What follows belongs to an exercise in optimizing a design on an open flow for small area; a production flow would make more cautious choices.
In this exercise RTL edits were held to simulation tests only and were not proved equivalent to the original.
Power and IR drop assume default switching activity.

--- design.v ---
module rf_aoi222 (
    input  logic a1, a2, b1, b2, c1, c2,
    output logic y
);
    assign y = ~((a1 & a2) | (b1 & b2) | (c1 & c2));
endmodule
module rf_nand2 (
    input  logic a, b,
    output logic y
);
    assign y = ~(a & b);
endmodule
module rf_nand3 (
    input  logic a, b, c,
    output logic y
);
    assign y = ~(a & b & c);
endmodule
module rf_nand4 (
    input  logic a, b, c, d,
    output logic y
);
    assign y = ~(a & b & c & d);
endmodule
module rf_or3 (
    input  logic a, b, c,
    output logic y
);
    assign y = a | b | c;
endmodule
module rf_xor2 (
    input  logic a, b,
    output logic y
);
    assign y = a ^ b;
endmodule
module rf_inv (
    input  logic a,
    output logic y
);
    assign y = ~a;
endmodule
module rf_rdbit (
    input  logic [31:1] sel,
    input  logic [31:1] s,
    input  logic        pz,
    output logic        y
);
    logic [10:0] t;
    logic [2:0]  g;
    logic        n;
    genvar j;
    generate
        for (j = 0; j < 10; j++) begin : g_a
            rf_aoi222 u_a (
                .a1(sel[3*j+1]), .a2(s[3*j+1]),
                .b1(sel[3*j+2]), .b2(s[3*j+2]),
                .c1(sel[3*j+3]), .c2(s[3*j+3]),
                .y(t[j])
            );
        end
    endgenerate
    rf_nand2 u_t10 (.a(sel[31]), .b(s[31]), .y(t[10]));
    rf_nand4 u_g0 (.a(t[0]), .b(t[1]), .c(t[2]), .d(t[3]), .y(g[0]));
    rf_nand4 u_g1 (.a(t[4]), .b(t[5]), .c(t[6]), .d(t[7]), .y(g[1]));
    rf_nand3 u_g2 (.a(t[8]), .b(t[9]), .c(t[10]), .y(g[2]));
    rf_or3   u_n  (.a(g[0]), .b(g[1]), .c(g[2]), .y(n));
    rf_xor2  u_x  (.a(n), .b(pz), .y(y));
endmodule
module regfile_mp #(
    parameter int XLEN    = 32,
    parameter int DEPTH   = 32,
    parameter int AW      = $clog2(DEPTH),
    parameter int NUM_RD  = 2,
    parameter int ZERO_R0 = 1
) (
    input  logic                   clk,
    input  logic                   rst,
    input  logic                   clr_req,
    output logic                   busy,
    input  logic                   we0,
    input  logic [AW-1:0]          waddr0,
    input  logic [XLEN-1:0]        wdata0,
    input  logic                   we1,
    input  logic [AW-1:0]          waddr1,
    input  logic [XLEN-1:0]        wdata1,
    input  logic [NUM_RD*AW-1:0]   raddr,
    output logic [NUM_RD*XLEN-1:0] rdata
);
    logic          busy_q;
    logic [AW-1:0] ptr_q;
    logic          phase_q, phase_d;
    logic          kill;
    assign busy = busy_q;
    assign kill = rst | busy_q;
    always_ff @(posedge clk) begin
        if (rst) begin
            busy_q <= 1'b0;
            ptr_q  <= '0;
        end else if (busy_q) begin
            ptr_q <= ptr_q + 1'b1;
            if (ptr_q == AW'(DEPTH - 1)) busy_q <= 1'b0;
        end else if (clr_req) begin
            busy_q <= 1'b1;
            ptr_q  <= '0;
        end
    end
    assign phase_d = ~(rst | phase_q);
    always_ff @(posedge clk) phase_q <= phase_d;
    logic [XLEN-1:0] a0_n, a1_n;
    logic [XLEN-1:0] a0 [2];
    logic [XLEN-1:0] a1 [2];
    assign a0_n = (wdata0 & {XLEN{~kill}}) ^ {XLEN{phase_d}};
    assign a1_n = wdata1 ^ {XLEN{phase_d}};
    logic [3:0] w0_lo, w1_lo, p_lo;
    logic [7:0] w0_hi, w1_hi, p_hi;
    always_comb begin
        for (int i = 0; i < 4; i++) begin
            w0_lo[i] = we0 & ~kill & (waddr0[1:0] == 2'(i));
            w1_lo[i] = we1 & ~kill & (waddr1[1:0] == 2'(i));
            p_lo[i]  = busy_q & (ptr_q[1:0] == 2'(i));
        end
        for (int j = 0; j < 8; j++) begin
            w0_hi[j] = (waddr0[4:2] == 3'(j));
            w1_hi[j] = (waddr1[4:2] == 3'(j));
            p_hi[j]  = (ptr_q[4:2] == 3'(j));
        end
    end
    logic [31:1][XLEN-1:0] st;    
    genvar gi, gb;
    generate
        for (gb = 0; gb < XLEN; gb++) begin : g_wd
            rf_inv u_a0_0 (.a(a0_n[gb]), .y(a0[0][gb]));
            rf_inv u_a1_0 (.a(a1_n[gb]), .y(a1[0][gb]));
            rf_inv u_a0_1 (.a(a0_n[gb]), .y(a0[1][gb]));
            rf_inv u_a1_1 (.a(a1_n[gb]), .y(a1[1][gb]));
        end
        for (gi = 1; gi < DEPTH; gi++) begin : g_entry
            logic hit0, hit1, clr, s0_n, s1_n, h_n;
            logic [1:0] s0, s1, h;
            logic [XLEN-1:0] q, d;
            assign hit0 = w0_lo[gi % 4] & w0_hi[gi / 4];
            assign hit1 = w1_lo[gi % 4] & w1_hi[gi / 4];
            assign clr  = p_lo[gi % 4] & p_hi[gi / 4];
            assign s1_n = ~hit1;
            assign s0_n = ~(rst | clr | (hit0 & ~hit1));
            assign h_n  = rst | clr | hit0 | hit1;
            rf_inv u_s0_0 (.a(s0_n), .y(s0[0]));
            rf_inv u_s1_0 (.a(s1_n), .y(s1[0]));
            rf_inv u_h_0  (.a(h_n),  .y(h[0]));
            rf_inv u_s0_1 (.a(s0_n), .y(s0[1]));
            rf_inv u_s1_1 (.a(s1_n), .y(s1[1]));
            rf_inv u_h_1  (.a(h_n),  .y(h[1]));
            for (gb = 0; gb < XLEN; gb++) begin : g_bit
                rf_aoi222 u_w (
                    .a1(s0[gb/16]), .a2(a0[gi/16][gb]),
                    .b1(s1[gb/16]), .b2(a1[gi/16][gb]),
                    .c1(h[gb/16]),  .c2(q[gb]),
                    .y(d[gb])
                );
            end
            always_ff @(posedge clk) q <= d;
            assign st[gi] = q;
        end
    endgenerate
    genvar gk;
    generate
        for (gk = 0; gk < NUM_RD; gk++) begin : g_rd
            logic [AW-1:0] addr;
            logic [3:0]    lo;
            logic [7:0]    hi;
            logic [31:1]   sel_n;
            logic [31:1]   sel [2];
            logic          pz_n;
            logic [1:0]    pz;
            assign addr = raddr[gk*AW +: AW];
            for (gi = 0; gi < 4; gi++) begin : g_lo
                assign lo[gi] = (addr[1:0] == 2'(gi));
            end
            for (gi = 0; gi < 8; gi++) begin : g_hi
                assign hi[gi] = (addr[4:2] == 3'(gi));
            end
            for (gi = 1; gi < DEPTH; gi++) begin : g_sel
                assign sel_n[gi] = ~(lo[gi % 4] & hi[gi / 4]);
                rf_inv u_sel0 (.a(sel_n[gi]), .y(sel[0][gi]));
                rf_inv u_sel1 (.a(sel_n[gi]), .y(sel[1][gi]));
            end
            assign pz_n = ~(phase_q & (addr != '0));
            rf_inv u_pz0 (.a(pz_n), .y(pz[0]));
            rf_inv u_pz1 (.a(pz_n), .y(pz[1]));
            for (gb = 0; gb < XLEN; gb++) begin : g_bit
                logic [31:1] col;
                for (gi = 1; gi < DEPTH; gi++) begin : g_col
                    assign col[gi] = st[gi][gb];
                end
                rf_rdbit u_rd (.sel(sel[gb/16]), .s(col), .pz(pz[gb/16]), .y(rdata[gk*XLEN + gb]));
            end
        end
    endgenerate
endmodule
--- flow/run.sh ---
#!/bin/bash
# Standard ORFS layout with two changes: ports buffered with the smallest
# buffer, and a clock tree with larger sink clusters and no dummy loads.
set -euo pipefail
export BUFFER_PORTS_ARGS="-buffer_cell sky130_fd_sc_hd__buf_1"
export CTS_ARGS="-sink_clustering_enable -repair_clock_nets -dont_use_dummy_load -sink_clustering_size 24 -sink_clustering_max_diameter 100"
bash standard.sh finish > standard_flow.log 2>&1
--- standard.sh ---
#!/bin/bash
# synth_recipe.tcl (not shown) runs the flow's synth.tcl, then flattens the netlist and writes it again
# the make line also repeats each setting of config.mk as NAME=value (left out here)
make -C /OpenROAD-flow-scripts/flow DESIGN_CONFIG=/design/flow/config.mk WORK_HOME=/design/flow/orfs CLKGATE_MAP_FILE= SYNTH_SCRIPT=/design/flow/synth_recipe.tcl "${@:-finish}"
--- config.mk ---
export PLATFORM = sky130hd
export DESIGN_NAME = regfile_mp
export DESIGN_NICKNAME = regfile_mp
export VERILOG_FILES = /design/flow/design.v
export SDC_FILE = /design/flow/constraint.sdc
export NUM_CORES = 4
export LEC_CHECK = 0
export CAP_MARGIN = 20
export CORE_MARGIN = 2
export CORE_UTILIZATION = 30
export PLACE_DENSITY = 0.45
export SLEW_MARGIN = 20
export SYNTH_HIERARCHICAL = 1
--- constraint.sdc ---
create_clock -name core_clock -period 7.0 [get_ports {clk}]
set_input_delay 1.4000 -clock core_clock [delete_from_list [all_inputs] [get_ports {clk}]]
set_output_delay 1.4000 -clock core_clock [all_outputs]
set_load 0.01 [all_outputs]
==> summary.txt <==
==> worst register-to-register path: cells and delay by family (launching register included) <==
kind / cells / cell delay [ps]
flip-flops: 1 / 530
XOR/XNOR: 1 / 610
buffers and inverters: 3 / 1290
AO/OA/AOI/OAI: 1 / 370
AND/OR/NAND/NOR: 1 / 810
==> per-stage QoR <==
| step | std cells | setup slack, ps |
|---|---|---|
| 4_1_cts | 6045 | 972 |
| 3_5_place_dp | 5995 | 988 |
| 3_3_place_gp | 5995 | 970 |
| 2_1_floorplan | 3970 | 2600 |
| 5_1_grt | 6047 | 872 |
| 6_report | 6057 | 847 |
==> power by group through the flow <==
| stage | Clock [uW] | Sequential [uW] | Combinational [uW] |
|---|---|---|---|
| floorplan | 0 | 6950 | 1530 |
| global placement | 0 | 7140 | 2480 |
| detailed placement | 0 | 7150 | 2490 |
| CTS | 3330 | 7020 | 2490 |
| global route | 3480 | 7130 | 2670 |
| finish | 3260 | 7050 | 2570 |
==> kinds of logic after synthesis <==
kind of cell,count (synthesis),synth area share [%]
AOI/OAI and AO/OA,1710,38.8
DFF,999,46.0
and+or+nand+nor,629,7.96
buffers and inverters,497,4.43
xor gates and xnor gates,128,2.58
adders and majority gates,5,0.144
muxes,2,0.0461
==> cell type report <==
class / instances / area share [%]
well taps: 1903 / 5.00
repair buffers: 174 / 1.55
inverters: 446 / 3.52
flip-flops and latches: 999 / 42.0
diodes: 11 / 0.0578
clock buffers: 50 / 2.63
multi-input cells: 2474 / 45.2
==> metal layers <==
layer  up-vias  GRT usage [%]
li1      19064              -
met3       513           6.20
met5         -              0
met4        14           14.3
met2      4040           45.8
met1     23930           41.7
==> flip-flops by register name, summed over array words and instances, names as in the netlist <==
register   flops
g_entry.q    992
ptr_q          5
busy_q         1
phase_q        1
==> how the worst min path moves through the flow <==
stage	startpoint	to	slack, ps	cells past startpoint
floorplan	g_entry[10].q[0]	g_entry[10].q[0]	460	1
global placement	g_entry[16].q[1]	g_entry[16].q[1]	460	1
detailed placement	g_entry[22].q[24]	g_entry[22].q[24]	470	1
CTS	g_entry[26].q[19]	g_entry[26].q[19]	490	1
global route	g_entry[29].q[18]	g_entry[29].q[18]	490	1
finish	g_entry[29].q[4]	g_entry[29].q[4]	480	1
==> per-module statistics from Yosys (local to each module, per instance), a selection <==
| module | area, um^2 | times used | cells inside | flops+latches |
|---|---|---|---|---|
| regfile_mp | 23100 | 1 | 1512 | 999 |
| rf_aoi222 | 10.0 | 1632 | 1 | 0 |
| rf_inv | 3.75 | 442 | 1 | 0 |
| rf_nand2 | 3.75 | 64 | 1 | 0 |
| rf_nand3 | 5.00 | 64 | 1 | 0 |
| rf_nand4 | 6.26 | 128 | 1 | 0 |
| rf_or3 | 6.26 | 64 | 1 | 0 |
| rf_xor2 | 8.76 | 64 | 1 | 0 |
==> cells in the mapped netlist, drive strengths merged <==
cell type / instances
or4b: 1
nand2: 150
nand3: 101
o211ai: 10
and4b: 1
nor3b: 12
xnor2: 32
a21oi: 17
a41oi: 3
nand4: 136
or3: 64
nand3b: 20
and2: 4
clkbuf: 29
a21o: 18
o21ai: 1
nor2b: 10
nand4bb: 2
buf: 22
and3: 12
nand2b: 32
ha: 5
nor3: 11
mux2i: 2
or3b: 2
a222oi: 1632
xor2: 96
nor4bb: 3
and3b: 11
a31oi: 16
and4bb: 2
nor2: 50
inv: 446
dfxtp: 999
a21boi: 13
nor4b: 5
==> results.json <==
{
  "tightestPinTransition_ps": 1120,
  "wl_met1_mm": 92.6,
  "finalSetupViolCount": 0,
  "portBuffers": 153,
  "cp_max_fo": 16,
  "cp_num_buf_inv": 3,
  "p_total_uw": 12900,
  "die_y_um": 385,
  "startpoint_type": "input pin",
  "overflow": 0,
  "slowest_stage": "nor2b_1",
  "hold_class": "reg -> reg",
  "clockBufferDepth": 3,
  "rsz0062_at_grt": "false",
  "htreeDepth": 2,
  "routed_wl_mm": 241,
  "fin_util_pct": 33.1,
  "route.detailed.drc": 0,
  "cts-root-buf": "clkbuf_16",
  "min_period_ps": 6150,
  "ant_nets": 0,
  "p_int_uw": 8580,
  "final_cell_mix": "a222oi_1, dfxtp_1, inv_1",
  "grt_pass1_vias": 42576,
  "dieArea_um2": 148000,
  "required_ps": 5600,
  "clk_pin_slew_worst_paths_ps": 60,
  "track_usage_pct": 30.5,
  "hold-worst-slack_ps": 484,
  "sw_frac_of_total_pct": 33.5,
  "critPathLaunch": "raddr[1]",
  "critPathArrivalTime_ps": 4750,
  "ctsResizeCount": 0,
  "yosys-top-cells-area": "dfxtp_1, a222oi_1, inv_1, nand4_1, xor2_1",
  "powerDensity_nw_per_um2": 271,
  "r2r_cells": 6,
  "post-dp-hpwl_mm": 162,
  "gp_congestion": 0.948,
  "netSwitchingPower_uw": 4320,
  "clock_latency_ps": 710,
  "drv_cap": 0,
  "grt_max_degree": 59,
  "fmax_ghz": 0.163,
  "period_share_pct": 87.9,
  "ys_ff_latch": 999,
  "crit_chain": "buf_1 > nor2b_1 > nand2_1 > inv_1 > a222oi_1 > nand4_1 > or3_1 > xor2_1 > buf_1",
  "rows": 139,
  "peakVddDrop_v": 0.000189,
  "comb_power_share_pct": 20.0,
  "finalHoldViolations": 0,
  "yosys.area.top_type": "dfxtp_1",
  "r2r-start": "phase_q",
  "syn_area_um2": 43400,
  "crit_path_frequent_cell": "buf_1",
  "reg2reg_slack_ps": 3320,
  "crit_family": "simple AND/OR/NAND/NOR gates",
  "design_area_um2": 47600,
  "max_stage_delay_ps": 870,
  "first_pass_iters": 22,
  "cts_tree": "done",
  "register_area_um2": 20000,
  "fin_setup_tns_ps": 0,
  "yosys_warnings": 11,
  "clock_skew_ps": 54.9,
  "seq_area_frac_synth_pct": 46.0,
  "synth_cell_types": 44,
  "chipWidth_um": 385,
  "dr_wl_met3_mm": 32.3,
  "antenna_found_initial": 16,
  "syn_to_final_growth_pct": 9.60,
  "nFillCells": 14889,
  "clock-sinks": 999,
  "nets": 4239,
  "netlist_instances": 3970,
  "vias_per_cell": 7.85,
  "synth_top_area_share_pct": 46.0,
  "p_clk_share_pct": 25.3,
  "path_class": "in -> out",
  "post-cts-setup-buffers": 0,
  "p_leak_uw": 0.0177,
  "grt_pass1_wl_mm": 332,
  "cts_buffers": 50,
  "drive_above_1_share_pct": 2.00,
  "path_depth": 9,
  "dpl_cell_area_um2": 46300,
  "synth_nets": 4064,
  "top_layer": "met5",
  "endpoint": "rdata[0]",
  "timing.rr.end": "g_entry[30].q[14]",
  "io_pins": 154,
  "wl_met2_mm": 102,
  "layout_commonest_cell": "a222oi_1",
  "multiInputGateArea_um2": 21500,
  "synth.avg_cell_area_um2": 10.9,
  "outcome": "finished clean",
  "cp-end-kind": "output pin",
  "core-area_um2": 144000,
  "ctsHoldBuffers": 0,
  "drv_slew": 0,
  "wl_per_cell_um": 39.7,
  "drt_first_iter_violations": 16175,
  "p_seq_share_pct": 54.7,
  "initial_core_util_pct": 30.2,
  "via_count": 47561,
  "relSlewSlack_pct": 25.4
}

-- re-timing with driven ports --
In the flow no input, the clock included, has a driving cell. The finished layout below was timed again as built, in two steps.
Step 1 sets driving cells, clkbuf_16 on the clock port and buf_2 on the other inputs (assumed; they add their load-dependent delay and slew).
Step 2 adds t to the input delays and takes it off the output delays; t is the mean of the earliest and latest rising clock arrival at the registers after step 1. Input paths then give back, and output paths get back, about the clock's delay inside the block.
a / b / c = no drivers / after step 1 / after step 2; a / b = the first two.
t, ns: 0.765
setup WS [ns]: 0.847 / 0.820 / 0.820
worst setup path at the end: input to output
slew at the worst register clock pin (ns): 0.11 / 0.11
worst data-port slew with drivers (ns): 0.20
After both steps setup and hold are still met in this run. The setup slack of this run moves by -0.027 ns with the drivers and by -0.027 ns with both steps.
